Context: an optimization exercise on an open-source flow, tuned for a short achievable clock period and few clock cycles. The choices shown serve that exercise and are no tape-out recipe. Function was checked by simulation only, so behaviour that the tests miss may differ from the original. In every run shown here, the design's own scripts or RTL, not TritonCTS, make the clock network. The clock port is modelled as an ideal driver, which makes a skipped or thinned clock tree look cheaper than it is; a real chip needs a root buffer or a tree. Power figures rest on the tool's default switching activity, not on a simulated workload.

==> flow/design.v, too long to show whole: its modules and the start of the top module <==
// module move_entry: 187 lines
// module button_mux: 18 lines
// module board_keeper: 1061 lines
// module score_board: 96 lines
// module press_mux: 13 lines
// module game_top: 86 lines
module game_top #(
	parameter int hold_cycles        = 1,   
	parameter int error_phase_cycles = 2,   
	parameter int win_phase_cycles   = 4    
)
(
	input  logic             clock_builtin_50MHZ,
	input  logic             reset,
	input  logic             not_logic_0,
	input  logic             not_logic_1,
	input  logic             not_activity,
	output logic [7:0]       in_shift_reg,
	output game_pkg::digit_t move_count_tens,
	output game_pkg::digit_t move_count_ones,
	output game_pkg::digit_t win_count_tens,
	output game_pkg::digit_t win_count_ones,
	output game_pkg::coord_t last_x,
	output game_pkg::coord_t last_y
);
  // ...
==> flow/flow/run.sh <==
#!/bin/bash
set -euo pipefail
here=$(pwd)
extra="MATCH_CELL_FOOTPRINT=0 \"BUFFER_PORTS_ARGS=-buffer_cell sky130_fd_sc_hd__buf_4\" PRE_CTS_TCL=$here/flow/pre_cts.tcl"
sed -e "s|\"\${@:-finish}\"|$extra \"\${@:-finish}\"|" \
    -e "s|SETUP_SLACK_MARGIN=[0-9.]*|SETUP_SLACK_MARGIN=6|" standard.sh > standard_mod.sh
grep -q MATCH_CELL_FOOTPRINT=0 standard_mod.sh
grep -q SETUP_SLACK_MARGIN=6 standard_mod.sh
bash standard_mod.sh finish > flow_make.log 2>&1
==> flow/flow/clock_tree.tcl <==
# Two-level clock tree: clock port -> R root clock buffers -> K leaf clock
# buffers, each at the centre of a cluster of flip-flops -> flip-flop clock pins.
# Clusters: capacity-limited k-means (Manhattan distance).
proc ct_kmeans { xs ys k slack } {
  set n [llength $xs]
  set x0 [tcl::mathfunc::min {*}$xs]; set x1 [tcl::mathfunc::max {*}$xs]
  set y0 [tcl::mathfunc::min {*}$ys]; set y1 [tcl::mathfunc::max {*}$ys]
  set g [expr {int(ceil(sqrt($k)))}]
  set gy [expr {int(ceil(double($k) / $g))}]
  set cxs {}; set cys {}
  for {set j 0} {$j < $k} {incr j} {
    lappend cxs [expr {$x0 + ($x1 - $x0) * (($j % $g) + 0.5) / $g}]
    lappend cys [expr {$y0 + ($y1 - $y0) * (int($j / $g) + 0.5) / $gy}]
  }
  set cap [expr {int(ceil($slack * $n / $k))}]
  for {set iter 0} {$iter < 25} {incr iter} {
    set order {}
    for {set i 0} {$i < $n} {incr i} {
      set best 1e30
      for {set j 0} {$j < $k} {incr j} {
        set d [expr {abs([lindex $xs $i] - [lindex $cxs $j]) + abs([lindex $ys $i] - [lindex $cys $j])}]
        if {$d < $best} { set best $d }
      }
      lappend order [list $i $best]
    }
    set order [lsort -real -decreasing -index 1 $order]
    set count [lrepeat $k 0]
    set assign [lrepeat $n 0]
    foreach o $order {
      set i [lindex $o 0]
      set bestj -1; set best 1e30
      for {set j 0} {$j < $k} {incr j} {
        if {[lindex $count $j] >= $cap} { continue }
        set d [expr {abs([lindex $xs $i] - [lindex $cxs $j]) + abs([lindex $ys $i] - [lindex $cys $j])}]
        if {$d < $best} { set best $d; set bestj $j }
      }
      lset assign $i $bestj
      lset count $bestj [expr {[lindex $count $bestj] + 1}]
    }
    set sx [lrepeat $k 0.0]; set sy [lrepeat $k 0.0]
    for {set i 0} {$i < $n} {incr i} {
      set j [lindex $assign $i]
      lset sx $j [expr {[lindex $sx $j] + [lindex $xs $i]}]
      lset sy $j [expr {[lindex $sy $j] + [lindex $ys $i]}]
    }
    for {set j 0} {$j < $k} {incr j} {
      set c [lindex $count $j]
      if {$c > 0} {
        lset cxs $j [expr {[lindex $sx $j] / $c}]
        lset cys $j [expr {[lindex $sy $j] / $c}]
      }
    }
  }
  return [list $assign $cxs $cys $count]
}

proc build_clock_tree3 { clkport k r leafmaster rootmaster } {
  set db [ord::get_db]
  set block [ord::get_db_block]
  set clknet [[$block findBTerm $clkport] getNet]
  set lm [$db findMaster $leafmaster]
  set rm [$db findMaster $rootmaster]
  set sinks [$clknet getITerms]
  set n [llength $sinks]
  set xs {}; set ys {}
  foreach it $sinks {
    set bb [[$it getInst] getBBox]
    lappend xs [expr {([$bb xMin] + [$bb xMax]) / 2.0}]
    lappend ys [expr {([$bb yMin] + [$bb yMax]) / 2.0}]
  }
  lassign [ct_kmeans $xs $ys $k 1.1] assign cxs cys count
  lassign [ct_kmeans $cxs $cys $r 1.0] rassign rxs rys rcount
  set rootnets {}
  for {set j 0} {$j < $r} {incr j} {
    set rootnet [odb::dbNet_create $block clknet_root_$j]
    $rootnet setSigType CLOCK
    set root [odb::dbInst_create $block $rm clkbuf_root_$j]
    [$root findITerm A] connect $clknet
    [$root findITerm X] connect $rootnet
    $root setLocation [expr {int([lindex $rxs $j])}] [expr {int([lindex $rys $j])}]
    $root setPlacementStatus PLACED
    lappend rootnets $rootnet
  }
  set leaves {}
  for {set j 0} {$j < $k} {incr j} {
    set leaf [odb::dbInst_create $block $lm clkbuf_leaf_$j]
    set leafnet [odb::dbNet_create $block clknet_leaf_$j]
    $leafnet setSigType CLOCK
    [$leaf findITerm A] connect [lindex $rootnets [lindex $rassign $j]]
    [$leaf findITerm X] connect $leafnet
    $leaf setLocation [expr {int([lindex $cxs $j])}] [expr {int([lindex $cys $j])}]
    $leaf setPlacementStatus PLACED
    lappend leaves $leafnet
  }
  for {set i 0} {$i < $n} {incr i} {
    set it [lindex $sinks $i]
    $it disconnect
    $it connect [lindex $leaves [lindex $assign $i]]
  }
  puts "clock tree: $n sinks, $k leaves ($count), $r roots ($rcount)"
}
==> flow/flow/pre_cts.tcl <==
# Hook run by ORFS before its CTS step (PRE_CTS_TCL). It replaces the
# clock_tree_synthesis command with a two-level tree: the clock port drives up
# to 4 root clock buffers, each drives a few leaf clock buffers, and each leaf
# buffer drives the flip-flops of one cluster. The tree is balanced: every
# flip-flop is two clkbuf_16 stages from the port.
source [file join [file dirname [info script]] clock_tree.tcl]

rename clock_tree_synthesis orfs_clock_tree_synthesis
proc clock_tree_synthesis { args } {
  set clk [lindex [all_clocks] 0]
  set port [get_full_name [lindex [get_property $clk sources] 0]]
  set block [ord::get_db_block]
  set nsinks [llength [[[$block findBTerm $port] getNet] getITerms]]
  set k [expr {max(4, int(ceil($nsinks / 15.0)))}]
  build_clock_tree3 $port $k 4 sky130_fd_sc_hd__clkbuf_16 sky130_fd_sc_hd__clkbuf_16
  set_propagated_clock [all_clocks]
}
==> flow/standard.sh <==
#!/bin/bash
# synth_recipe.tcl (not shown) runs the flow's synth.tcl, then flattens the netlist and writes it again
# the make line also repeats each setting of config.mk as NAME=value (left out here)
make -C /OpenROAD-flow-scripts/flow DESIGN_CONFIG=/design/flow/config.mk WORK_HOME=/design/flow/orfs CLKGATE_MAP_FILE= SYNTH_SCRIPT=/design/flow/synth_recipe.tcl "${@:-finish}"
==> flow/config.mk <==
export PLATFORM = sky130hd
export DESIGN_NAME = game_top
export DESIGN_NICKNAME = game_top
export VERILOG_FILES = /design/flow/design.v
export SDC_FILE = /design/flow/constraint.sdc
export NUM_CORES = 4
export LEC_CHECK = 0
export ABC_CLOCK_PERIOD_IN_PS = 2000
export CAP_MARGIN = 20
export CORE_MARGIN = 2
export CORE_UTILIZATION = 25
export PLACE_DENSITY = 0.4
export SETUP_SLACK_MARGIN = 5
export SLEW_MARGIN = 20
export SYNTH_HIERARCHICAL = 1
export SYNTH_MINIMUM_KEEP_SIZE = 0
export TNS_END_PERCENT = 100
==> flow/constraint.sdc <==
create_clock -name core_clock -period 8.0 [get_ports {clock_builtin_50MHZ}]
set_input_delay 1.6000 -clock core_clock [delete_from_list [all_inputs] [get_ports {clock_builtin_50MHZ}]]
set_output_delay 1.6000 -clock core_clock [all_outputs]
set_load 0.01 [all_outputs]
==> qor.yml, run 1 <==
top_layer: "met5"
antenna_found_initial: 2
cp_cell_sequence: "buf_16 -> nand2_8 -> nor2_4 -> buf_12 -> buf_12 -> a21o_1 -> or4_1"
grt_pass1_vias: 18730
min_path_type: "flop to flop"
post_cts_buffers: 52
stdcell_area_um2: 22120
yosys-top-cells-area: "dfxtp_1, nand2_1, nor2_1, a21oi_1, nand3_1"
r2r_slack_ps: 5820
startpoint_type: "primary input"
yosys.area.top_type_share: 0.3483
placed_cells: 3169
rr_endpoint: "u_entry.in_shift_reg[3]$_DFF_P_"
layout_setup_ws_ps: 5554
syn_inst: 2399
skew_ps: 31.85
coreArea_um2: 72710
yosys.cell_count.top_type: "dfxtp_1"
dr.pass1.iters: 7
inv_count: 27
dpl_cell_area_um2: 18900
port_buffers: 36
fillers: 7707
relSlewSlack: 0.1892
status: "timing/DRC/antenna clean"
rsz0062_at_grt: "true"
largest_class: "multi-input gates"
reg_top3: "u_board.grid x100, u_board.win_at x100"
cp-end-kind: "flop"
final_common_cell: "nand2_1"
synth_fa_ha_area_frac: 0.006161
synthFlopType: "dfxtp_1"
slowest_delay_ps: 410
required_ps: 8210
finish.utilization: 0.3041
synth_cell_type_count: 103
grt.total_usage: 0.2327
synth_seq_cells: 318
switching_power_uw: 895.1
swShare: 0.2724
synth_area_per_cell_um2: 7.619
use_met1: 0.3112
dr_wl_met2_mm: 42.16
Testbench counts, summed over its fixed seeds: cycles 65,736.
==> module move_entry, before the edit <==
module move_entry #(
	parameter int hold_cycles        = 1,   
	parameter int error_phase_cycles = 2,   
	parameter int win_phase_cycles   = 4    
)
(
	input  logic       clock_builtin_50MHZ,
	input  logic       reset,
	input  logic       not_logic_0,   
	input  logic       not_logic_1,   
	input  logic       not_activity,  
	output logic [7:0] in_shift_reg,  
	output logic [7:0] entry,         
	input  logic       steady,        
	input  logic       error_next,    
	input  logic       win_next,
	input  logic       place_next,
	output logic       go_place,      
	output logic       go_win,
	output logic       press_act,     
	output logic       arm_win_c,     
	output logic       arm_place_c,
	output logic       arm_win_w,
	output logic       arm_place_w,
	output logic       entry_changed  
);
	localparam int max_hold_err = (hold_cycles > error_phase_cycles) ?
		hold_cycles : error_phase_cycles;
	localparam int max_cycles = (max_hold_err > win_phase_cycles) ?
		max_hold_err : win_phase_cycles;
	localparam int cnt_w = $clog2(max_cycles + 1);
	logic st_collecting;   
	logic st_holding;      
	logic st_waiting;      
	logic st_error_blink;
	logic st_win_blink;
	logic [cnt_w-1:0] cnt;        
	logic [1:0]       phase;      
	logic [cnt_w-1:0] phase_len;  
	logic [7:0]       echo;       
	logic [7:0]       entry_inv;  
	logic arm_error_c;
	logic arm_error_w;
	logic arm_any_c;
	logic arm_any_w;
	logic press_bit;   
	logic idle_in;     
	logic go_error;
	logic judge;
	logic blinking;
	logic cnt_zero;
	logic blink_done;
	logic blink_lit;
	assign entry = ~entry_inv;
	assign echo  = {entry[4], entry[5], entry[6], entry[7], entry[0], entry[1], entry[2], entry[3]};
	assign press_bit = !(not_logic_0 && not_logic_1);
	assign press_act = not_logic_0 && not_logic_1 && !not_activity;
	assign idle_in   = not_logic_0 && not_logic_1 && not_activity;
	assign arm_any_c = arm_error_c || arm_win_c || arm_place_c;
	assign arm_any_w = arm_error_w || arm_win_w || arm_place_w;
	assign go_error = arm_error_w || (arm_error_c && press_act);
	assign go_win   = arm_win_w   || (arm_win_c   && press_act);
	assign go_place = arm_place_w || (arm_place_c && press_act);
	assign judge    = arm_any_w   || (arm_any_c   && press_act);
	assign blinking   = st_error_blink || st_win_blink;
	assign cnt_zero   = (cnt == '0);
	assign blink_done = cnt_zero && (phase == 2'd3);
	assign blink_lit  = cnt_zero ? (!blink_done && phase[0]) : !phase[0];
	assign entry_changed = reset || blinking || (st_collecting && press_bit) || judge;
	assign phase_len = st_win_blink ?
		cnt_w'(win_phase_cycles - 1) : cnt_w'(error_phase_cycles - 1);
	logic n_collecting;
	logic n_holding;
	logic n_waiting;
	logic n_error_blink;
	logic n_win_blink;
	logic stay_collecting;  
	logic stay_waiting;     
	assign n_collecting = reset || (arm_place_w || (st_holding && cnt_zero) || (blinking && blink_done)
		|| (st_collecting && idle_in) || (arm_place_c && press_act));
	assign n_holding = !reset && ((st_holding && !cnt_zero) || (st_collecting && press_bit));
	assign n_waiting = !reset && ((st_waiting && !arm_any_w) || (st_collecting && press_act && !arm_any_c));
	assign n_error_blink = !reset && (arm_error_w || (arm_error_c && press_act)
		|| (st_error_blink && !blink_done));
	assign n_win_blink = !reset && (arm_win_w || (arm_win_c && press_act)
		|| (st_win_blink && !blink_done));
	assign stay_collecting = !reset && ((st_collecting && idle_in) || (st_holding && cnt_zero));
	assign stay_waiting    = n_waiting;
	always_ff @(posedge clock_builtin_50MHZ)
	begin
		st_collecting  <= n_collecting;
		st_holding     <= n_holding;
		st_waiting     <= n_waiting;
		st_error_blink <= n_error_blink;
		st_win_blink   <= n_win_blink;
		arm_error_c    <= stay_collecting && steady && error_next;
		arm_win_c      <= stay_collecting && steady && win_next;
		arm_place_c    <= stay_collecting && steady && place_next;
		arm_error_w    <= stay_waiting && steady && error_next;
		arm_win_w      <= stay_waiting && steady && win_next;
		arm_place_w    <= stay_waiting && steady && place_next;
	end
	logic [7:0] verdict_c;  
	logic [7:0] verdict_w;  
	logic [7:0] other;      
	logic [7:0] entry_next;
	logic [7:0] entry_inv_next;
	logic [7:0] if_idle;    
	logic [7:0] if_act;
	logic [7:0] if_one;
	logic [7:0] if_zero;
	assign verdict_c = arm_error_c ? 8'hff : (arm_any_c ? echo : entry);
	assign verdict_w = arm_error_w ? 8'hff : (arm_any_w ? echo : entry);
	assign other     = blinking ? {8{blink_lit}} : (st_waiting ? verdict_w : entry);
	assign if_idle   = st_collecting ? entry : other;
	assign if_act    = st_collecting ? verdict_c : other;
	assign if_one    = st_collecting ? {entry[6:0], 1'b1} : other;
	assign if_zero   = st_collecting ? {entry[6:0], 1'b0} : other;
	button_mux #(.width(8), .reset_value(8'h00)) u_entry_mux (
		.reset        (reset),
		.not_logic_0  (not_logic_0),
		.not_logic_1  (not_logic_1),
		.not_activity (not_activity),
		.if_idle      (if_idle),
		.if_act       (if_act),
		.if_one       (if_one),
		.if_zero      (if_zero),
		.y            (entry_next)
	);
	button_mux #(.width(8), .reset_value(8'hff)) u_entry_inv_mux (
		.reset        (reset),
		.not_logic_0  (not_logic_0),
		.not_logic_1  (not_logic_1),
		.not_activity (not_activity),
		.if_idle      (~if_idle),
		.if_act       (~if_act),
		.if_one       (~if_one),
		.if_zero      (~if_zero),
		.y            (entry_inv_next)
	);
	always_ff @(posedge clock_builtin_50MHZ)
	begin
		in_shift_reg <= entry_next;
		entry_inv    <= entry_inv_next;
	end
	always_ff @(posedge clock_builtin_50MHZ)
	begin
		if (reset)
		begin
			cnt   <= '0;
			phase <= '0;
		end
		else if (go_error)
		begin
			phase <= '0;
			cnt   <= cnt_w'(error_phase_cycles - 1);
		end
		else if (go_win || go_place)
		begin
			phase <= '0;
			cnt   <= cnt_w'(win_phase_cycles - 1);
		end
		else if (st_collecting && press_bit)
		begin
			cnt <= cnt_w'(hold_cycles);
		end
		else if (st_holding)
		begin
			if (!cnt_zero)
			begin
				cnt <= cnt - cnt_w'(1);
			end
		end
		else if (blinking)
		begin
			if (cnt_zero)
			begin
				phase <= phase + 2'd1;
				cnt   <= phase_len;
			end
			else
			begin
				cnt <= cnt - cnt_w'(1);
			end
		end
	end
endmodule
==> module game_top, before the edit <==
module game_top #(
	parameter int hold_cycles        = 1,   
	parameter int error_phase_cycles = 2,   
	parameter int win_phase_cycles   = 4    
)
(
	input  logic             clock_builtin_50MHZ,
	input  logic             reset,
	input  logic             not_logic_0,
	input  logic             not_logic_1,
	input  logic             not_activity,
	output logic [7:0]       in_shift_reg,
	output game_pkg::digit_t move_count_tens,
	output game_pkg::digit_t move_count_ones,
	output game_pkg::digit_t win_count_tens,
	output game_pkg::digit_t win_count_ones,
	output game_pkg::coord_t last_x,
	output game_pkg::coord_t last_y
);
	logic steady;
	logic error_next;
	logic win_next;
	logic place_next;
	logic go_place;
	logic go_win;
	logic press_act;    
	logic arm_win_c;    
	logic arm_place_c;
	logic arm_win_w;
	logic arm_place_w;
	logic entry_changed;
	logic [7:0] entry;  
	move_entry #(
		.hold_cycles        (hold_cycles),
		.error_phase_cycles (error_phase_cycles),
		.win_phase_cycles   (win_phase_cycles)
	) u_entry (
		.clock_builtin_50MHZ (clock_builtin_50MHZ),
		.reset               (reset),
		.not_logic_0         (not_logic_0),
		.not_logic_1         (not_logic_1),
		.not_activity        (not_activity),
		.in_shift_reg        (in_shift_reg),
		.entry               (entry),
		.steady        (steady),
		.error_next    (error_next),
		.win_next      (win_next),
		.place_next    (place_next),
		.go_place            (go_place),
		.go_win              (go_win),
		.press_act           (press_act),
		.arm_win_c           (arm_win_c),
		.arm_place_c         (arm_place_c),
		.arm_win_w           (arm_win_w),
		.arm_place_w         (arm_place_w),
		.entry_changed       (entry_changed)
	);
	board_keeper u_board (
		.clock_builtin_50MHZ (clock_builtin_50MHZ),
		.reset               (reset),
		.entry               (entry),
		.entry_changed       (entry_changed),
		.go_place            (go_place),
		.go_win              (go_win),
		.steady        (steady),
		.error_next    (error_next),
		.win_next      (win_next),
		.place_next    (place_next)
	);
	score_board u_score (
		.clock_builtin_50MHZ (clock_builtin_50MHZ),
		.reset               (reset),
		.entry               (entry),
		.press_act           (press_act),
		.arm_win_c           (arm_win_c),
		.arm_place_c         (arm_place_c),
		.arm_win_w           (arm_win_w),
		.arm_place_w         (arm_place_w),
		.move_count_tens     (move_count_tens),
		.move_count_ones     (move_count_ones),
		.win_count_tens      (win_count_tens),
		.win_count_ones      (win_count_ones),
		.last_x              (last_x),
		.last_y              (last_y)
	);
endmodule
==> inputs of run 2 (changes only) <==
--- a/flow/design.v
+++ b/flow/design.v
@@ -25,24 +25,24 @@
 	input  logic       not_logic_1,   
 	input  logic       not_activity,  
 	output logic [7:0] in_shift_reg,  
 	output logic [7:0] entry,         
 	input  logic       steady,        
 	input  logic       error_next,    
 	input  logic       win_next,
 	input  logic       place_next,
-	output logic       go_place,      
-	output logic       go_win,
+	output logic       pend_place_next,  
+	output logic       pend_win_next,
 	output logic       press_act,     
 	output logic       arm_win_c,     
 	output logic       arm_place_c,
 	output logic       arm_win_w,
 	output logic       arm_place_w,
-	output logic       entry_changed  
+	output logic       entry_kept     
 );
 	localparam int max_hold_err = (hold_cycles > error_phase_cycles) ?
 		hold_cycles : error_phase_cycles;
 	localparam int max_cycles = (max_hold_err > win_phase_cycles) ?
 		max_hold_err : win_phase_cycles;
 	localparam int cnt_w = $clog2(max_cycles + 1);
 	logic st_collecting;   
 	logic st_holding;      
@@ -53,73 +53,106 @@
 	logic [1:0]       phase;      
 	logic [cnt_w-1:0] phase_len;  
 	logic [7:0]       echo;       
 	logic [7:0]       entry_inv;  
 	logic arm_error_c;
 	logic arm_error_w;
 	logic arm_any_c;
 	logic arm_any_w;
-	logic press_bit;   
-	logic idle_in;     
-	logic go_error;
-	logic judge;
 	logic blinking;
 	logic cnt_zero;
 	logic blink_done;
 	logic blink_lit;
 	assign entry = ~entry_inv;
 	assign echo  = {entry[4], entry[5], entry[6], entry[7], entry[0], entry[1], entry[2], entry[3]};
-	assign press_bit = !(not_logic_0 && not_logic_1);
 	assign press_act = not_logic_0 && not_logic_1 && !not_activity;
-	assign idle_in   = not_logic_0 && not_logic_1 && not_activity;
 	assign arm_any_c = arm_error_c || arm_win_c || arm_place_c;
 	assign arm_any_w = arm_error_w || arm_win_w || arm_place_w;
-	assign go_error = arm_error_w || (arm_error_c && press_act);
-	assign go_win   = arm_win_w   || (arm_win_c   && press_act);
-	assign go_place = arm_place_w || (arm_place_c && press_act);
-	assign judge    = arm_any_w   || (arm_any_c   && press_act);
 	assign blinking   = st_error_blink || st_win_blink;
 	assign cnt_zero   = (cnt == '0);
 	assign blink_done = cnt_zero && (phase == 2'd3);
 	assign blink_lit  = cnt_zero ? (!blink_done && phase[0]) : !phase[0];
-	assign entry_changed = reset || blinking || (st_collecting && press_bit) || judge;
 	assign phase_len = st_win_blink ?
 		cnt_w'(win_phase_cycles - 1) : cnt_w'(error_phase_cycles - 1);
-	logic n_collecting;
-	logic n_holding;
-	logic n_waiting;
-	logic n_error_blink;
-	logic n_win_blink;
-	logic stay_collecting;  
-	logic stay_waiting;     
-	assign n_collecting = reset || (arm_place_w || (st_holding && cnt_zero) || (blinking && blink_done)
-		|| (st_collecting && idle_in) || (arm_place_c && press_act));
-	assign n_holding = !reset && ((st_holding && !cnt_zero) || (st_collecting && press_bit));
-	assign n_waiting = !reset && ((st_waiting && !arm_any_w) || (st_collecting && press_act && !arm_any_c));
-	assign n_error_blink = !reset && (arm_error_w || (arm_error_c && press_act)
-		|| (st_error_blink && !blink_done));
-	assign n_win_blink = !reset && (arm_win_w || (arm_win_c && press_act)
-		|| (st_win_blink && !blink_done));
-	assign stay_collecting = !reset && ((st_collecting && idle_in) || (st_holding && cnt_zero));
-	assign stay_waiting    = n_waiting;
+	logic base_col;    
+	logic base_hold;
+	logic base_wait;
+	logic base_err;
+	logic base_win;
+	logic stay_col;    
+	logic [cnt_w-1:0] cnt_base;
+	logic [1:0]       phase_base;
+	logic [cnt_w-1:0] cnt_act;
+	logic [cnt_w-1:0] cnt_bit;
+	logic [1:0]       phase_act;
+	logic             act_col;   
+	localparam int    sw = 11 + cnt_w + 2;  
+	logic [sw-1:0]    s_idle;
+	logic [sw-1:0]    s_act;
+	logic [sw-1:0]    s_bit;
+	logic [sw-1:0]    s_next;
+	assign base_col  = (st_holding && cnt_zero) || (blinking && blink_done) || arm_place_w;
+	assign base_hold = st_holding && !cnt_zero;
+	assign base_wait = st_waiting && !arm_any_w;
+	assign base_err  = arm_error_w || (st_error_blink && !blink_done);
+	assign base_win  = arm_win_w || (st_win_blink && !blink_done);
+	assign stay_col  = st_holding && cnt_zero;
+	assign act_col   = st_collecting && !arm_any_c;
+	assign cnt_base = arm_error_w ? cnt_w'(error_phase_cycles - 1) :
+		((arm_win_w || arm_place_w) ? cnt_w'(win_phase_cycles - 1) :
+		(st_holding ? (cnt_zero ? cnt : cnt - cnt_w'(1)) :
+		(blinking ? (cnt_zero ? phase_len : cnt - cnt_w'(1)) : cnt)));
+	assign cnt_act = arm_error_c ? cnt_w'(error_phase_cycles - 1) :
+		((arm_win_c || arm_place_c) ? cnt_w'(win_phase_cycles - 1) : cnt_base);
+	assign cnt_bit = st_collecting ? cnt_w'(hold_cycles) : cnt_base;
+	assign phase_base = arm_any_w ? 2'd0 : ((blinking && cnt_zero) ? phase + 2'd1 : phase);
+	assign phase_act  = arm_any_c ? 2'd0 : phase_base;
+	assign s_idle = {base_col || st_collecting, base_hold, base_wait, base_err, base_win,
+		{3{stay_col || st_collecting}} & {error_next, win_next, place_next} & {3{steady}},
+		{3{base_wait}} & {error_next, win_next, place_next} & {3{steady}},
+		cnt_base, phase_base};
+	assign s_act = {base_col || arm_place_c, base_hold, base_wait || act_col,
+		base_err || arm_error_c, base_win || arm_win_c,
+		{3{stay_col}} & {error_next, win_next, place_next} & {3{steady}},
+		{3{base_wait || act_col}} & {error_next, win_next, place_next} & {3{steady}},
+		cnt_act, phase_act};
+	assign s_bit = {base_col, base_hold || st_collecting, base_wait, base_err, base_win,
+		{3{stay_col}} & {error_next, win_next, place_next} & {3{steady}},
+		{3{base_wait}} & {error_next, win_next, place_next} & {3{steady}},
+		cnt_bit, phase_base};
+	button_mux #(.width(sw), .reset_value({1'b1, {(sw - 1){1'b0}}})) u_state_mux (
+		.reset        (reset),
+		.not_logic_0  (not_logic_0),
+		.not_logic_1  (not_logic_1),
+		.not_activity (not_activity),
+		.if_idle      (s_idle),
+		.if_act       (s_act),
+		.if_one       (s_bit),
+		.if_zero      (s_bit),
+		.y            (s_next)
+	);
 	always_ff @(posedge clock_builtin_50MHZ)
 	begin
-		st_collecting  <= n_collecting;
-		st_holding     <= n_holding;
-		st_waiting     <= n_waiting;
-		st_error_blink <= n_error_blink;
-		st_win_blink   <= n_win_blink;
-		arm_error_c    <= stay_collecting && steady && error_next;
-		arm_win_c      <= stay_collecting && steady && win_next;
-		arm_place_c    <= stay_collecting && steady && place_next;
-		arm_error_w    <= stay_waiting && steady && error_next;
-		arm_win_w      <= stay_waiting && steady && win_next;
-		arm_place_w    <= stay_waiting && steady && place_next;
+		{st_collecting, st_holding, st_waiting, st_error_blink, st_win_blink,
+		 arm_error_c, arm_win_c, arm_place_c, arm_error_w, arm_win_w, arm_place_w,
+		 cnt, phase} <= s_next;
 	end
+	button_mux #(.width(3), .reset_value(3'b000)) u_flag_mux (
+		.reset        (reset),
+		.not_logic_0  (not_logic_0),
+		.not_logic_1  (not_logic_1),
+		.not_activity (not_activity),
+		.if_idle      ({!(blinking || arm_any_w), arm_place_w, arm_win_w}),
+		.if_act       ({!(blinking || arm_any_w || arm_any_c), arm_place_w || arm_place_c,
+		                arm_win_w || arm_win_c}),
+		.if_one       ({!(blinking || arm_any_w || st_collecting), arm_place_w, arm_win_w}),
+		.if_zero      ({!(blinking || arm_any_w || st_collecting), arm_place_w, arm_win_w}),
+		.y            ({entry_kept, pend_place_next, pend_win_next})
+	);
 	logic [7:0] verdict_c;  
 	logic [7:0] verdict_w;  
 	logic [7:0] other;      
 	logic [7:0] entry_next;
 	logic [7:0] entry_inv_next;
 	logic [7:0] if_idle;    
 	logic [7:0] if_act;
 	logic [7:0] if_one;
@@ -153,57 +186,16 @@
 		.if_zero      (~if_zero),
 		.y            (entry_inv_next)
 	);
 	always_ff @(posedge clock_builtin_50MHZ)
 	begin
 		in_shift_reg <= entry_next;
 		entry_inv    <= entry_inv_next;
 	end
-	always_ff @(posedge clock_builtin_50MHZ)
-	begin
-		if (reset)
-		begin
-			cnt   <= '0;
-			phase <= '0;
-		end
-		else if (go_error)
-		begin
-			phase <= '0;
-			cnt   <= cnt_w'(error_phase_cycles - 1);
-		end
-		else if (go_win || go_place)
-		begin
-			phase <= '0;
-			cnt   <= cnt_w'(win_phase_cycles - 1);
-		end
-		else if (st_collecting && press_bit)
-		begin
-			cnt <= cnt_w'(hold_cycles);
-		end
-		else if (st_holding)
-		begin
-			if (!cnt_zero)
-			begin
-				cnt <= cnt - cnt_w'(1);
-			end
-		end
-		else if (blinking)
-		begin
-			if (cnt_zero)
-			begin
-				phase <= phase + 2'd1;
-				cnt   <= phase_len;
-			end
-			else
-			begin
-				cnt <= cnt - cnt_w'(1);
-			end
-		end
-	end
 endmodule
 `default_nettype wire
 `default_nettype none
 module button_mux #(
 	parameter int              width       = 8,
 	parameter logic [width-1:0] reset_value = '0
 )
 (
@@ -223,19 +215,19 @@
 `default_nettype wire
 `timescale 1ns/10ps
 `default_nettype none
 module board_keeper
 (
 	input  logic       clock_builtin_50MHZ,
 	input  logic       reset,
 	input  logic [7:0] entry,          
-	input  logic       entry_changed,  
-	input  logic       go_place,       
-	input  logic       go_win,
+	input  logic       entry_kept,     
+	input  logic       pend_place_next,  
+	input  logic       pend_win_next,
 	output logic       steady,         
 	output logic       error_next,     
 	output logic       win_next,
 	output logic       place_next
 );
 	localparam int n = game_pkg::board_size;
 	localparam int rl = game_pkg::run_length;
 	localparam int cells = n * n;
@@ -1246,32 +1238,32 @@
 	assign win_next   = s1_in_range && !taken && wins;
 	assign place_next = s1_in_range && !taken && !wins;
 	logic entry_ok1;
 	logic grid_ok1;
 	logic grid_ok2;
 	assign grid_changed = reset || pend_place || pend_win;
 	always_ff @(posedge clock_builtin_50MHZ)
 	begin
-		entry_ok1 <= !entry_changed;
+		entry_ok1 <= entry_kept;
 		grid_ok1  <= !grid_changed;
 		grid_ok2  <= !grid_changed && grid_ok1;
 	end
 	assign steady = entry_ok1 && grid_ok2 && !pend_place && !pend_win;
 	always_ff @(posedge clock_builtin_50MHZ)
 	begin
 		if (reset)
 		begin
 			pend_place <= 1'b0;
 			pend_win   <= 1'b0;
 		end
 		else
 		begin
-			pend_place <= go_place;
-			pend_win   <= go_win;
+			pend_place <= pend_place_next;
+			pend_win   <= pend_win_next;
 		end
 	end
 	for (genvar gc = 0; gc < cells; gc++)
 	begin : g_grid
 		always_ff @(posedge clock_builtin_50MHZ)
 		begin
 			if (reset || pend_win)
 			begin
@@ -1419,61 +1411,61 @@
 	output game_pkg::digit_t win_count_ones,
 	output game_pkg::coord_t last_x,
 	output game_pkg::coord_t last_y
 );
 	logic steady;
 	logic error_next;
 	logic win_next;
 	logic place_next;
-	logic go_place;
-	logic go_win;
+	logic pend_place_next;
+	logic pend_win_next;
 	logic press_act;    
 	logic arm_win_c;    
 	logic arm_place_c;
 	logic arm_win_w;
 	logic arm_place_w;
-	logic entry_changed;
+	logic entry_kept;
 	logic [7:0] entry;  
 	move_entry #(
 		.hold_cycles        (hold_cycles),
 		.error_phase_cycles (error_phase_cycles),
 		.win_phase_cycles   (win_phase_cycles)
 	) u_entry (
 		.clock_builtin_50MHZ (clock_builtin_50MHZ),
 		.reset               (reset),
 		.not_logic_0         (not_logic_0),
 		.not_logic_1         (not_logic_1),
 		.not_activity        (not_activity),
 		.in_shift_reg        (in_shift_reg),
 		.entry               (entry),
 		.steady        (steady),
-		.error_next    (error_next),
-		.win_next      (win_next),
-		.place_next    (place_next),
-		.go_place            (go_place),
-		.go_win              (go_win),
+		.error_next          (error_next),
+		.win_next            (win_next),
+		.place_next          (place_next),
+		.pend_place_next     (pend_place_next),
+		.pend_win_next       (pend_win_next),
 		.press_act           (press_act),
 		.arm_win_c           (arm_win_c),
 		.arm_place_c         (arm_place_c),
 		.arm_win_w           (arm_win_w),
 		.arm_place_w         (arm_place_w),
-		.entry_changed       (entry_changed)
+		.entry_kept          (entry_kept)
 	);
 	board_keeper u_board (
 		.clock_builtin_50MHZ (clock_builtin_50MHZ),
 		.reset               (reset),
 		.entry               (entry),
-		.entry_changed       (entry_changed),
-		.go_place            (go_place),
-		.go_win              (go_win),
-		.steady        (steady),
-		.error_next    (error_next),
-		.win_next      (win_next),
-		.place_next    (place_next)
+		.entry_kept          (entry_kept),
+		.pend_place_next     (pend_place_next),
+		.pend_win_next       (pend_win_next),
+		.steady              (steady),
+		.error_next          (error_next),
+		.win_next            (win_next),
+		.place_next          (place_next)
 	);
 	score_board u_score (
 		.clock_builtin_50MHZ (clock_builtin_50MHZ),
 		.reset               (reset),
 		.entry               (entry),
 		.press_act           (press_act),
 		.arm_win_c           (arm_win_c),
 		.arm_place_c         (arm_place_c),
==> qor.yml, run 2 <==
port_buffers: 36  # unchanged
intPower_uw: 2425  # was 2390 µW
maxCapViolations: 0  # unchanged
crit_fanout: 3  # unchanged
synth_top_area_cell: "dfxtp_1"  # unchanged
rsz0062_at_grt: "true"  # unchanged
rows: 101  # was 99
wire_per_inst_um: 28.57  # was 27.87 µm
fin_crit_sh: 0.3043  # was 0.3057
synth_warnings: 9  # unchanged
syn-cell-area_um2: 19090  # was 18,280 µm²
seqPwrFrac: 0.492  # was 0.505
clockPowerShare: 0.348  # was 0.357
synth.area.mux_share: 0.05269  # was 0.04833
final_antenna_net_count: 0  # unchanged
p_per_area_nw_per_um2: 145.6  # was 148.6 nW/µm²
period_needed_ps: 2435  # was 2446 ps
synth_compound_area_frac: 0.2593  # was 0.2620
p_leak_uw: 0.008518  # was 0.008239 µW
grt_overflow: 0  # unchanged
finish.utilization: 0.3059  # was 0.3041
synth_fa_ha_area_frac: 0.006553  # was 0.006161
area_growth_syn_to_layout_pct: 21.49  # was 21.00%
yosys.area.top_type_share: 0.3334  # was 0.3483
drive_gt1_frac: 0.2063  # was 0.1904
coreArea_um2: 75820  # was 72,710 µm²
drt-total-wl_mm: 96.81  # was 91.85 mm
fillers: 7998  # was 7,707
hold_buffers: 0  # unchanged
slowest_stage: "dfxtp_2"  # was or4_1
skew_ps: 77.24  # was 31.85 ps
drv_slew: 0  # unchanged
ir_worst_vdd_uv: 106.5  # was 106.9 µV
fmax_ghz: 0.4108  # was 0.4089 GHz
grt_pass1_vias: 19410  # was 18.73k
syn_inst: 2466  # was 2,399
dieArea_um2: 78600  # was 75,290 µm²
status: "timing/DRC/antenna clean"  # unchanged
setup_tns_ps: 0  # unchanged
seq_area_frac_synth: 0.3334  # was 0.3483
min_path_type: "flop to flop"  # unchanged
swShare: 0.2820  # was 0.2724
startpoint_type: "flop"  # was primary input
yosys-top-cells-area: "dfxtp_1, nand2_1, nor2_1, a21oi_1, nand3_1"  # unchanged
crit_type: "flop to primary output"  # was primary input to flop
synthFlopType: "dfxtp_1"  # unchanged
pin_count: 37  # unchanged
synth_seq_cells: 318  # unchanged
synth_area_per_cell_um2: 7.743  # was 7.619 µm²
synth_cell_type_count: 103  # unchanged
grt_pass1_wl_mm: 138.4  # was 132.6 mm
synth_top_family_by_area: "simple AND/OR/NAND/NOR gates"  # was compound AO/OA/AOI/OAI gates
synth_edf_count: 0  # unchanged
cp_cell_sequence: "buf_6"  # was buf_16 -> nand2_8 -> nor2_4 -> buf_12 -> buf_12 -> a21o_1 -> or4_1
die_x_um: 280.4  # was 274.4 µm
yosys.cell_count.top_type: "dfxtp_1"  # unchanged
final_cell_mix: "nand2_1, dfxtp_1, nor2_1"  # unchanged
final_common_cell: "nand2_1"  # unchanged
switching_power_uw: 952.7  # was 895.1 µW
synth_nets: 2481  # was 2,413
cp-end-kind: "primary output"  # was flop
dp_hpwl_mm: 54.46  # was 52.55 mm
dieHeight_um: 280.4  # was 274.4 µm
finalSetupViolations: 0  # unchanged
synth_simple_gate_area_share: 0.2701  # was 0.2585
arrival_ps: 830  # was 2650 ps
initial_core_util: 0.2518  # was 0.2514
slowest_delay_ps: 360  # was 410 ps
cpLargestDelayFamily: "flip-flops"  # was simple AND/OR/NAND/NOR gates
routed_via_density: 6.026  # was 5.932
async_flop_share: 0  # unchanged
required_ps: 6400  # was 8210 ps
comb_power_share: 0.159  # was 0.138
num_vias: 20420  # was 19.55k
antenna_found_initial: 2  # unchanged
path_clk_slew_ps: 80  # about the same
synth_common_cells: "dfxtp_1, nand2_1, nor2_1"  # unchanged
path_buf_inv: 1  # was 3
drc_errors: 0  # unchanged
finalWeightedCongestion: 0.8858  # was 0.8937
final_nets: 2426  # was 2,353
dr.pass1.iters: 9  # was 7
tightest_slew_ps: 1165  # was 1214 ps
reg_top3: "u_board.grid x100, u_board.win_at x100"  # unchanged
grt_max_degree: 40  # was 43
worstSkewPairLatency_ps: 360  # about the same
finalHoldViolCount: 0  # unchanged
grt.total_usage: 0.2330  # was 0.2327
relSlewSlack: 0.2226  # was 0.1892
synth_xor_area_frac: 0.002752  # was 0.002875
first_iter_violations: 2881  # was 2,732
## run 2: cell types whose count changed after synthesis, moves of 9 or more
cell       before  now
nand2_1       301  284
nand4bb_1       3   20
a22o_1         27   11
mux2i_1        68   84
o211ai_1       79   93
or3b_1         11   24
buf_4           6   17
a21oi_1       199  189
nand3_1       179  170
nor3_1         15   24
o211ai_2        7   16
o2bb2ai_1       3   12
## run 2: layer usage
layer | part of all wire | vias up | global-route usage
li1 | - | 8854 | -
met1 | 0.42 | 10130 | 0.3177
met2 | 0.44 | 1195 | 0.3661
met3 | 0.10 | 236 | 0.03930
met4 | 0.038 | 2 | 0.08872
met5 | 0.000093 | - | 0
## run 2: worst register-to-register path: cells and delay by family, from the launching register on
family	cells	cell delay [ps]
AOI/OAI and AO/OA	4	580
and+or+nand+nor	2	460
buffers and inverters	3	380
DFF	1	360
muxes	1	160
adders and majority gates	1	150
## run 2: power by group through the flow
stage / clock, µW / sequential, µW / combinational, µW
6_report: 1180 / 1660 / 538
5_1_grt: 1260 / 1670 / 563
3_3_place_gp: 0 / 1700 / 358
4_1_cts: 1210 / 1660 / 487
2_1_floorplan: 0 / 1660 / 284
3_5_place_dp: 0 / 1700 / 360
## run 2: worst paths after layout
| path | slack, ps | cells past startpoint | to | start |
|---|---|---|---|---|
| setup reg to reg | 5790 | 11 | u_entry.entry_inv[2]$_DFF_P_ | u_entry.cnt[0]$_DFF_P_ |
| setup / recovery | 5570 | 1 | last_x[2] | u_score.last_x[2]$_DFF_P_ |
| hold reg to reg | 430 | 1 | u_board.grid_ok2$_DFF_P_ | u_board.grid_ok1$_DFF_P_ |
| hold / removal | 430 | 1 | u_board.grid_ok2$_DFF_P_ | u_board.grid_ok1$_DFF_P_ |
## run 2: logic make-up (layout without fill, tap and decap cells)
logic type / Yosys count / in the layout
multiplexers: 98 / 98
AND/OR/NAND/NOR: 1022 / 1031
buffers and inverters: 310 / 243
XOR/XNOR: 6 / 6
other: 0 / 1
adder cells (fa/ha/maj): 10 / 10
AO/OA/AOI/OAI: 702 / 703
flip-flops: 318 / 318
## run 2: metrics by stage
step	setup WS [ps]	instances	power (µW)	hold WS [ps]	cell area, µm²
after floorplan	5562	2466	1947	405.7	19270
after global placement	4576	3245	2054	421.9	19680
after detailed placement	4504	3245	2056	414.9	19680
after CTS	5540	3364	3355	442.3	22430
after global routing	5523	3387	3489	447.7	23190
final	5565	3388	3378	433.1	23200
## run 2: what timing repair did
action | CTS | global route
endpoints found under the setup margin | 237 | 206
gates cloned | 39 | 5
pin swaps | 57 | 30
resized for setup | 253 | 153
setup buffers | 54 | 18
## run 2: area by class of cell
type / instances / area [µm²] / share of cell area
multi-input combinational: 1848 / 12220 / 0.5270
tap: 978 / 1224 / 0.05275
sequential: 318 / 6444 / 0.2778
antenna: 1 / 2.502 / 0.0001079
buffer: 26 / 650.6 / 0.02805
inverter: 28 / 117.6 / 0.005070
timing repair buffer: 189 / 2534 / 0.1092
## run 2: per-module statistics from Yosys, one instance, submodules excluded, a selection
module	flip-flops and latches	cells inside	area, µm²
score_board	40	247	2251
board_keeper	246	1720	12680
Testbench counts of run 2, summed over its fixed seeds: cycles 65,736.
==> inputs of run 3 (changes only) <==
--- a/flow/flow/pre_cts.tcl
+++ b/flow/flow/pre_cts.tcl
@@ -3,5 +3,5 @@
 # to 4 root clock buffers, each drives a few leaf clock buffers, and each leaf
 # buffer drives the flip-flops of one cluster. The tree is balanced: every
-# flip-flop is two clkbuf_16 stages from the port.
+# flip-flop is two buffer stages (buf_16 root, buf_12 leaf) from the port.
 source [file join [file dirname [info script]] clock_tree.tcl]
 
@@ -13,5 +13,5 @@
   set nsinks [llength [[[$block findBTerm $port] getNet] getITerms]]
   set k [expr {max(4, int(ceil($nsinks / 15.0)))}]
-  build_clock_tree3 $port $k 4 sky130_fd_sc_hd__clkbuf_16 sky130_fd_sc_hd__clkbuf_16
+  build_clock_tree3 $port $k 4 sky130_fd_sc_hd__buf_12 sky130_fd_sc_hd__buf_16
   set_propagated_clock [all_clocks]
 }
==> qor.yml, run 3 <==
reg_top3: "u_board.grid x100, u_board.win_at x100"  # unchanged
dr_wl_met2_mm: 42.29  # was 42.65 mm
cp-end-kind: "primary output"  # unchanged
seq_area_frac_synth: 0.3334  # unchanged
slowest_delay_ps: 360  # about the same
grt.total_usage: 0.2324  # was 0.2330
fillers: 8048  # was 7,998
syn-cell-area_um2: 19090  # unchanged
yosys.area.top_type_share: 0.3334  # unchanged
relSlewSlack: 0.1794  # was 0.2226
synth_edf_count: 0  # unchanged
fin_crit_sh: 0.2986  # was 0.3043
synth_top_area_cell: "dfxtp_1"  # unchanged
dp_hpwl_mm: 54.46  # unchanged
grt_pass1_wl_mm: 138.2  # was 138.4 mm
final_antenna_net_count: 0  # unchanged
skew_ps: 75.44  # was 77.24 ps
period_needed_ps: 2389  # was 2435 ps
rsz0062_at_grt: "true"  # unchanged
async_flop_share: 0  # unchanged
arrival_ps: 790  # was 830 ps
grt_pass1_vias: 19480  # was 19.41k
maxCapViolations: 0  # unchanged
synth_area_per_cell_um2: 7.743  # unchanged
wire_per_inst_um: 28.52  # was 28.57 µm
top_layer: "met5"  # unchanged
finalHoldViolCount: 0  # unchanged
holdPathEnd: "u_board.grid_ok2$_DFF_P_"  # unchanged
status: "timing/DRC/antenna clean"  # unchanged
fmax_ghz: 0.4186  # was 0.4108 GHz
slowest_stage: "dfxtp_2"  # unchanged
finalWeightedCongestion: 0.8858  # unchanged
tightest_slew_ps: 1229  # was 1165 ps
dr_wl_met3_mm: 9.675  # was 9.649 mm
num_vias: 20420  # about the same
crit_type: "flop to primary output"  # unchanged
yosys.cell_count.top_type: "dfxtp_1"  # unchanged
min_path_type: "flop to flop"  # unchanged
n_antenna_cell: 0  # was 1
dieArea_um2: 78600  # unchanged
finalSetupViolations: 0  # unchanged
drive_gt1_frac: 0.1949  # was 0.2063
synth_seq_cells: 318  # unchanged
dieHeight_um: 280.4  # unchanged
area_growth_syn_to_layout_pct: 19.57  # was 21.49%
p_leak_uw: 0.008380  # was 0.008518 µW
routed_via_density: 6.052  # was 6.026
wl_met1_mm: 40.46  # was 40.85 mm
path_buf_inv: 1  # unchanged
setup_tns_ps: 0  # unchanged
finish.utilization: 0.3011  # was 0.3059
reg2reg_depth: 5  # was 11
drv_slew: 0  # unchanged
die_x_um: 280.4  # unchanged
synth_cell_type_count: 103  # unchanged
rows: 101  # unchanged
cpLargestDelayFamily: "flip-flops"  # unchanged
first_iter_violations: 2700  # was 2,881
drt-total-wl_mm: 96.21  # was 96.81 mm
pin_count: 37  # unchanged
ir_worst_vdd_uv: 108.3  # was 106.5 µV
final_nets: 2413  # was 2,426
timing.hold.ws_ps: 432.9  # was 433.1 ps
final_cell_mix: "nand2_1, dfxtp_1, nor2_1"  # unchanged
synthFlopType: "dfxtp_1"  # unchanged
final_common_cell: "nand2_1"  # unchanged
r2r_start: "u_entry.arm_place_w$_DFF_P_"  # was u_entry.cnt[0]$_DFF_P_
r2r_slack_ps: 5750  # was 5790 ps
rr_endpoint: "u_score.moves_inv[6]$_DFF_P_"  # was u_entry.entry_inv[2]$_DFF_P_
drc_errors: 0  # unchanged
synth_warnings: 9  # unchanged
startpoint_type: "flop"  # unchanged
p_per_area_nw_per_um2: 146.4  # was 145.6 nW/µm²
path_clk_slew_ps: 80  # about the same
yosys-top-cells-area: "dfxtp_1, nand2_1, nor2_1, a21oi_1, nand3_1"  # unchanged
hold_buffers: 0  # unchanged
grt_overflow: 0  # unchanged
crit_fanout: 3  # unchanged
grt_max_degree: 40  # unchanged
port_buffers: 36  # unchanged
synth_nets: 2481  # unchanged
synth_common_cells: "dfxtp_1, nand2_1, nor2_1"  # unchanged
cp_cell_sequence: "buf_6"  # unchanged
coreArea_um2: 75820  # unchanged
whs_path_depth: 1  # unchanged
worstHoldStart: "u_board.grid_ok1$_DFF_P_"  # unchanged
antenna_found_initial: 2  # unchanged
initial_core_util: 0.2518  # unchanged
syn_inst: 2466  # unchanged
required_ps: 6400  # about the same
worstSkewPairLatency_ps: 310  # was 360 ps
dr.pass1.iters: 9  # unchanged
[run 3: per-stage QoR]
stage	instance area, µm²	total power, µW	cells	setup WS [ps]
2_1_floorplan	19270	1947	2466	5562
3_3_place_gp	19680	2054	3245	4576
3_5_place_dp	19680	2056	3245	4504
4_1_cts	22230	3333	3358	5587
5_1_grt	22830	3446	3374	5565
6_report	22830	3343	3374	5611
[run 3: what timing repair did]
action | CTS | global route
setup buffers | 47 | 13
endpoints found under the hold margin | 0 | 0
gates cloned | 40 | 3
endpoints found under the setup margin | 237 | 204
pin swaps | 54 | 28
resized for setup | 238 | 134
[run 3: final cells by class]
cell class / count / area (µm²) / area share
multi-input combinational: 1847 / 12090 / 0.5296
timing repair buffer: 177 / 2407 / 0.1054
inverter: 28 / 117.6 / 0.005152
sequential: 318 / 6441 / 0.2821
tap: 978 / 1224 / 0.05360
buffer: 26 / 550.5 / 0.02411
[run 3: worst max-delay path by stage]
stage                                    from                            endpoint  slack, ps  cells past startpoint
detailed placement                not_logic_0        u_score.moves_inv[4]$_DFF_P_       4500                      6
CTS                 u_score.last_x[2]$_DFF_P_                           last_x[2]       5590                      1
global placement                  not_logic_0           u_score.last_y[2]$_DFF_P_       4580                      6
floorplan                         not_logic_0  u_score.move_count_tens[1]$_DFF_P_       5560                      6
finish              u_score.last_x[2]$_DFF_P_                           last_x[2]       5610                      1
global route        u_score.last_x[2]$_DFF_P_                           last_x[2]       5560                      1
[run 3: cells by family (layout without fill, tap and decap cells)]
kind of cell / after synthesis / count (layout) / share of synthesized area
DFF: 318 / 318 / 0.3334
and+or+nand+nor: 1022 / 1031 / 0.2701
xor gates and xnor gates: 6 / 6 / 0.002752
buffers and inverters: 310 / 231 / 0.07516
adders and majority gates: 10 / 10 / 0.006553
AOI/OAI and AO/OA: 702 / 702 / 0.2593
muxes: 98 / 98 / 0.05269
[run 3: per-layer routing]
metal / up-vias / global-route usage
met5: - / 0
met4: 4 / 0.08680
met3: 243 / 0.03947
met2: 1271 / 0.3658
met1: 10070 / 0.3168
li1: 8828 / -
[run 3: where the power goes]
part / total [µW] / switching [µW] / leakage [µW] / internal [µW]
Clock: 1160 / 616 / 0.000257 / 542
Sequential: 1670 / 51.9 / 0.00259 / 1610
Combinational: 519 / 295 / 0.00553 / 224
[run 3: modules after synthesis, one instance, submodules excluded, a selection]
| module | copies in the design | flip-flops and latches | cells inside |
|---|---|---|---|
| board_keeper | 1 | 246 | 1720 |
| score_board | 1 | 40 | 247 |
==> module score_board, before the edit <==
module score_board
(
	input  logic             clock_builtin_50MHZ,
	input  logic             reset,
	input  logic [7:0]       entry,     
	input  logic             press_act,    
	input  logic             arm_win_c,    
	input  logic             arm_place_c,  
	input  logic             arm_win_w,    
	input  logic             arm_place_w,
	output game_pkg::digit_t move_count_tens,
	output game_pkg::digit_t move_count_ones,
	output game_pkg::digit_t win_count_tens,
	output game_pkg::digit_t win_count_ones,
	output game_pkg::coord_t last_x,
	output game_pkg::coord_t last_y
);
	localparam game_pkg::digit_t top_digit = 4'd9;
	function automatic logic [7:0] dec_inc(input game_pkg::digit_t tens,
	                                       input game_pkg::digit_t ones);
		logic [7:0] result;
		if (ones != top_digit)
		begin
			result = {tens, ones + 4'd1};
		end
		else if (tens != top_digit)
		begin
			result = {tens + 4'd1, 4'd0};  
		end
		else
		begin
			result = 8'h00;
		end
		dec_inc = result;
	endfunction
	logic [7:0] moves_inv;
	logic [7:0] wins_inv;
	logic [7:0] moves;
	logic [7:0] wins;
	logic [7:0] moves_next;
	logic [7:0] wins_next;
	assign moves = ~moves_inv;
	assign wins  = ~wins_inv;
	logic [7:0] moves_inc;
	logic [7:0] wins_inc;
	logic [7:0] moves_0;  
	logic [7:0] wins_0;
	logic [7:0] moves_1;  
	logic [7:0] wins_1;
	logic [3:0] entry_x;
	logic [3:0] entry_y;
	logic [3:0] last_x_0;
	logic [3:0] last_y_0;
	logic [3:0] last_x_1;
	logic [3:0] last_y_1;
	assign moves_inc = dec_inc(moves[7:4], moves[3:0]);
	assign wins_inc  = dec_inc(wins[7:4], wins[3:0]);
	assign entry_x   = {entry[0], entry[1], entry[2], entry[3]};
	assign entry_y   = {entry[4], entry[5], entry[6], entry[7]};
	assign moves_0 = arm_win_w ? 8'h00 : (arm_place_w ? moves_inc : moves);
	assign wins_0  = arm_win_w ? wins_inc : wins;
	assign moves_1 = (arm_win_w || arm_win_c) ? 8'h00 :
		((arm_place_w || arm_place_c) ? moves_inc : moves);
	assign wins_1  = (arm_win_w || arm_win_c) ? wins_inc : wins;
	assign last_x_0 = arm_place_w ? entry_x : last_x;
	assign last_y_0 = arm_place_w ? entry_y : last_y;
	assign last_x_1 = (arm_place_w || arm_place_c) ? entry_x : last_x;
	assign last_y_1 = (arm_place_w || arm_place_c) ? entry_y : last_y;
	logic [3:0] last_x_next;
	logic [3:0] last_y_next;
	logic [7:0] moves_inv_next;
	logic [7:0] wins_inv_next;
	press_mux #(.width(24), .reset_value(24'h0)) u_port_mux (
		.reset     (reset),
		.press     (press_act),
		.if_press  ({moves_1, wins_1, last_x_1, last_y_1}),
		.if_none   ({moves_0, wins_0, last_x_0, last_y_0}),
		.y         ({moves_next, wins_next, last_x_next, last_y_next})
	);
	press_mux #(.width(16), .reset_value(16'hffff)) u_inv_mux (
		.reset     (reset),
		.press     (press_act),
		.if_press  (~{moves_1, wins_1}),
		.if_none   (~{moves_0, wins_0}),
		.y         ({moves_inv_next, wins_inv_next})
	);
	always_ff @(posedge clock_builtin_50MHZ)
	begin
		{move_count_tens, move_count_ones} <= moves_next;
		{win_count_tens, win_count_ones}   <= wins_next;
		moves_inv <= moves_inv_next;
		wins_inv  <= wins_inv_next;
		last_x    <= last_x_next;
		last_y    <= last_y_next;
	end
endmodule
==> inputs of run 4 (changes only) <==
--- a/flow/design.v
+++ b/flow/design.v
@@ -1323,4 +1323,8 @@
 	assign moves = ~moves_inv;
 	assign wins  = ~wins_inv;
+	logic [7:0] last_inv;
+	logic [3:0] last_x_q;
+	logic [3:0] last_y_q;
+	assign {last_x_q, last_y_q} = ~last_inv;
 	logic [7:0] moves_inc;
 	logic [7:0] wins_inc;
@@ -1344,12 +1348,13 @@
 		((arm_place_w || arm_place_c) ? moves_inc : moves);
 	assign wins_1  = (arm_win_w || arm_win_c) ? wins_inc : wins;
-	assign last_x_0 = arm_place_w ? entry_x : last_x;
-	assign last_y_0 = arm_place_w ? entry_y : last_y;
-	assign last_x_1 = (arm_place_w || arm_place_c) ? entry_x : last_x;
-	assign last_y_1 = (arm_place_w || arm_place_c) ? entry_y : last_y;
+	assign last_x_0 = arm_place_w ? entry_x : last_x_q;
+	assign last_y_0 = arm_place_w ? entry_y : last_y_q;
+	assign last_x_1 = (arm_place_w || arm_place_c) ? entry_x : last_x_q;
+	assign last_y_1 = (arm_place_w || arm_place_c) ? entry_y : last_y_q;
 	logic [3:0] last_x_next;
 	logic [3:0] last_y_next;
 	logic [7:0] moves_inv_next;
 	logic [7:0] wins_inv_next;
+	logic [7:0] last_inv_next;
 	press_mux #(.width(24), .reset_value(24'h0)) u_port_mux (
 		.reset     (reset),
@@ -1359,10 +1364,10 @@
 		.y         ({moves_next, wins_next, last_x_next, last_y_next})
 	);
-	press_mux #(.width(16), .reset_value(16'hffff)) u_inv_mux (
+	press_mux #(.width(24), .reset_value(24'hffffff)) u_inv_mux (
 		.reset     (reset),
 		.press     (press_act),
-		.if_press  (~{moves_1, wins_1}),
-		.if_none   (~{moves_0, wins_0}),
-		.y         ({moves_inv_next, wins_inv_next})
+		.if_press  (~{moves_1, wins_1, last_x_1, last_y_1}),
+		.if_none   (~{moves_0, wins_0, last_x_0, last_y_0}),
+		.y         ({moves_inv_next, wins_inv_next, last_inv_next})
 	);
 	always_ff @(posedge clock_builtin_50MHZ)
@@ -1372,4 +1377,5 @@
 		moves_inv <= moves_inv_next;
 		wins_inv  <= wins_inv_next;
+		last_inv  <= last_inv_next;
 		last_x    <= last_x_next;
 		last_y    <= last_y_next;
==> qor.yml, run 4 <==
status: "timing/DRC/antenna clean"  # unchanged
met3_usage: 0.04710  # was 0.03947
globalRoute.busiestLayer: "met2"  # unchanged
maxCapViolations: 0  # unchanged
num_vias: 20980  # was 20.42k
async_flop_share: 0  # unchanged
routed_via_density: 5.959  # was 6.052
yosys.cell_count.top_type: "dfxtp_1"  # unchanged
dieHeight_um: 283.4  # was 280.4 µm
ir_worst_vdd_uv: 109.9  # was 108.3 µV
pin_count: 37  # unchanged
yosys-top-cells-area: "dfxtp_1, nor2_1, nand2_1, a21oi_1, nand3_1"  # was dfxtp_1, nand2_1, nor2_1, a21oi_1, nand3_1
n_antenna_cell: 0  # unchanged
arrival_ps: 780  # was 790 ps
synth_seq_cells: 326  # was 318
synth_edf_count: 0  # unchanged
grt_overflow: 0  # unchanged
final_antenna_net_count: 0  # unchanged
cp_cell_sequence: "buf_6"  # unchanged
crit_type: "flop to primary output"  # unchanged
initial_core_util: 0.2523  # was 0.2518
area_growth_syn_to_layout_pct: 23.25  # was 19.57%
synth_nets: 2524  # was 2,481
p_per_area_nw_per_um2: 144.5  # was 146.4 nW/µm²
required_ps: 6400  # about the same
comb_power_share: 0.176  # was 0.155
power.total_uw: 3475  # was 3343 µW
path_buf_inv: 1  # unchanged
finalHoldViolCount: 0  # unchanged
slowest_delay_ps: 360  # about the same
min_path_type: "flop to flop"  # unchanged
grt_max_degree: 41  # was 40
die_x_um: 283.4  # was 280.4 µm
antenna_found_initial: 5  # was 2
synthFlopType: "dfxtp_1"  # unchanged
fin_crit_sh: 0.2972  # was 0.2986
grt_pass1_wl_mm: 144.3  # was 138.2 mm
drc_errors: 0  # unchanged
path_clk_slew_ps: 70  # was 80 ps
cpLargestDelayFamily: "flip-flops"  # unchanged
syn-cell-area_um2: 19510  # was 19,090 µm²
rsz0062_at_grt: "true"  # unchanged
fmax_ghz: 0.4206  # was 0.4186 GHz
finish.utilization: 0.3109  # was 0.3011
drt-total-wl_mm: 101.2  # was 96.21 mm
syn_inst: 2509  # was 2,466
synth_area_per_cell_um2: 7.776  # was 7.743 µm²
synth_warnings: 9  # unchanged
wire_per_inst_um: 28.75  # was 28.52 µm
crit_fanout: 1  # was 3
finalSetupViolations: 0  # unchanged
finalWeightedCongestion: 0.8873  # was 0.8858
yosys.area.top_type_share: 0.3345  # was 0.3334
first_iter_violations: 2856  # was 2,700
port_buffers: 36  # unchanged
reg_top3: "u_board.grid x100, u_board.win_at x100"  # unchanged
synth_cell_type_count: 103  # unchanged
grt_pass1_vias: 20160  # was 19.48k
drive_gt1_frac: 0.2128  # was 0.1949
use_met1: 0.3107  # was 0.3168
coreArea_um2: 77340  # was 75,820 µm²
worstSkewPairLatency_ps: 310  # about the same
final_common_cell: "dfxtp_1"  # was nand2_1
synth_top_area_cell: "dfxtp_1"  # unchanged
relSlewSlack: 0.2212  # was 0.1794
swShare: 0.2871  # was 0.2880
skew_ps: 35.78  # was 75.44 ps
met2_usage: 0.3806  # was 0.3658
tightest_slew_ps: 1167  # was 1229 ps
switching_power_uw: 997.4  # was 962.9 µW
final_cell_mix: "dfxtp_1, nand2_1, nor2_1"  # was nand2_1, dfxtp_1, nor2_1
dp_hpwl_mm: 55.68  # was 54.46 mm
clockPowerShare: 0.331  # was 0.346
dr.pass1.iters: 6  # was 9
period_needed_ps: 2378  # was 2389 ps
grt.total_usage: 0.2360  # was 0.2324
intPower_uw: 2477  # was 2380 µW
slowest_stage: "dfxtp_4"  # was dfxtp_2
hold_buffers: 0  # unchanged
drv_slew: 0  # unchanged
synth_common_cells: "dfxtp_1, nor2_1, nand2_1"  # was dfxtp_1, nand2_1, nor2_1
setup_tns_ps: 0  # unchanged
p_leak_uw: 0.008876  # was 0.008380 µW
final_nets: 2498  # was 2,413
rows: 102  # was 101
dieArea_um2: 80290  # was 78,600 µm²
startpoint_type: "flop"  # unchanged
cp-end-kind: "primary output"  # unchanged
seqPwrFrac: 0.492  # was 0.498
seq_area_frac_synth: 0.3345  # was 0.3334
run 4: logic make-up (layout without fill, tap and decap cells):
group,Yosys count,in the layout,share of synthesized area
AND/OR/NAND/NOR,1014,1022,0.2636
AO/OA/AOI/OAI,726,726,0.2629
buffers and inverters,329,293,0.07830
flip-flops,326,326,0.3345
multiplexers,98,98,0.05156
adder cells (fa/ha/maj),10,10,0.006413
XOR/XNOR,6,6,0.002693
run 4: stage by stage:
| step | worst slack [ps] | cells | cell area (µm²) | hold WS, ps |
|---|---|---|---|---|
| 2_1_floorplan | 5602 | 2509 | 19690 | 405.7 |
| 3_3_place_gp | 4458 | 3351 | 20160 | 412.4 |
| 3_5_place_dp | 4381 | 3351 | 20160 | 409.7 |
| 4_1_cts | 5591 | 3490 | 23090 | 427.7 |
| 5_1_grt | 5588 | 3521 | 24050 | 438.3 |
| 6_report | 5622 | 3521 | 24050 | 427.3 |
run 4: power groups by stage:
stage,clock [µW],combinational [µW],sequential [µW]
final,1150,613,1710
after global routing,1240,642,1710
after CTS,1180,541,1710
after detailed placement,0,386,1740
after global placement,0,381,1740
after floorplan,0,296,1710
run 4: final timing paths:
path | startpoint | endpoint | slack, ps | depth (start not counted)
worst min-delay path | u_board.grid_ok1$_DFF_P_ | u_board.grid_ok2$_DFF_P_ | 430 | 1
worst min register to register | u_board.grid_ok1$_DFF_P_ | u_board.grid_ok2$_DFF_P_ | 430 | 1
worst max-delay path | u_score.last_x[2]$_DFF_P_ | last_x[2] | 5620 | 1
worst max register to register | u_entry.cnt[0]$_DFF_P_ | u_entry.entry_inv[3]$_DFF_P_ | 5800 | 10
run 4: final cells by class:
class | instances | area (µm²)
flip-flops and latches | 326 | 6605
plain buffers | 26 | 550.5
well taps | 1040 | 1301
fillers | 8259 | 53290
inverters | 44 | 180.2
repair buffers | 223 | 3045
multi-input cells | 1862 | 12360
run 4: timing repair:
| action | in CTS | in global routing |
|---|---|---|
| gates resized for setup | 244 | 161 |
| pin swaps | 74 | 47 |
| endpoints found under the setup margin | 243 | 220 |
| cloned | 52 | 8 |
| buffers inserted | 61 | 23 |
run 4: per-layer routing:
metal  up-vias  share of wire
met3       289          0.099
met1     10360           0.41
met5         -        0.00030
li1       9062              -
met2      1262           0.45
met4         6          0.042
run 4: modules after synthesis (local to each module, per instance), excerpt:
| module | cells | cell area (µm²) | times used |
|---|---|---|---|
| score_board | 272 | 2531 | 1 |
| board_keeper | 1720 | 12680 | 1 |
Testbench counts of run 4, summed over its fixed seeds: cycles 65,736.

==> port drivers added, routing unchanged <==
In the flow no input, the clock included, has a driving cell. The finished layouts below were timed again as built, in two steps.
Step 1: set_driving_cell puts a clkbuf_16 on clock_builtin_50MHZ and a buf_2 on each other input, an assumption about the parent block.
Step 2, shift: input delay + t, output delay - t, t = (earliest + latest rising clock arrival at the registers) / 2. This alone moves slack from input paths to output paths.
a / b / c = ideal / step 1 / step 2; a / b = the first two.
| run | shift t [ns] | setup WS [ns] | worst data-port slew with drivers (ns) |
|---|---|---|---|
| run 1 | 0.468 | 5.554 / 5.450 / 5.111 | 0.33 |
| run 2 | 0.455 | 5.565 / 5.429 / 5.167 | 0.24 |
| run 3 | 0.423 | 5.611 / 5.460 / 5.231 | 0.24 |
| run 4 | 0.437 | 5.622 / 5.474 / 5.098 | 0.32 |
After both steps every run listed still meets setup and hold. The setup slack of run 4, which loses most, moves by -0.148 ns with the drivers and by -0.524 ns with both steps.
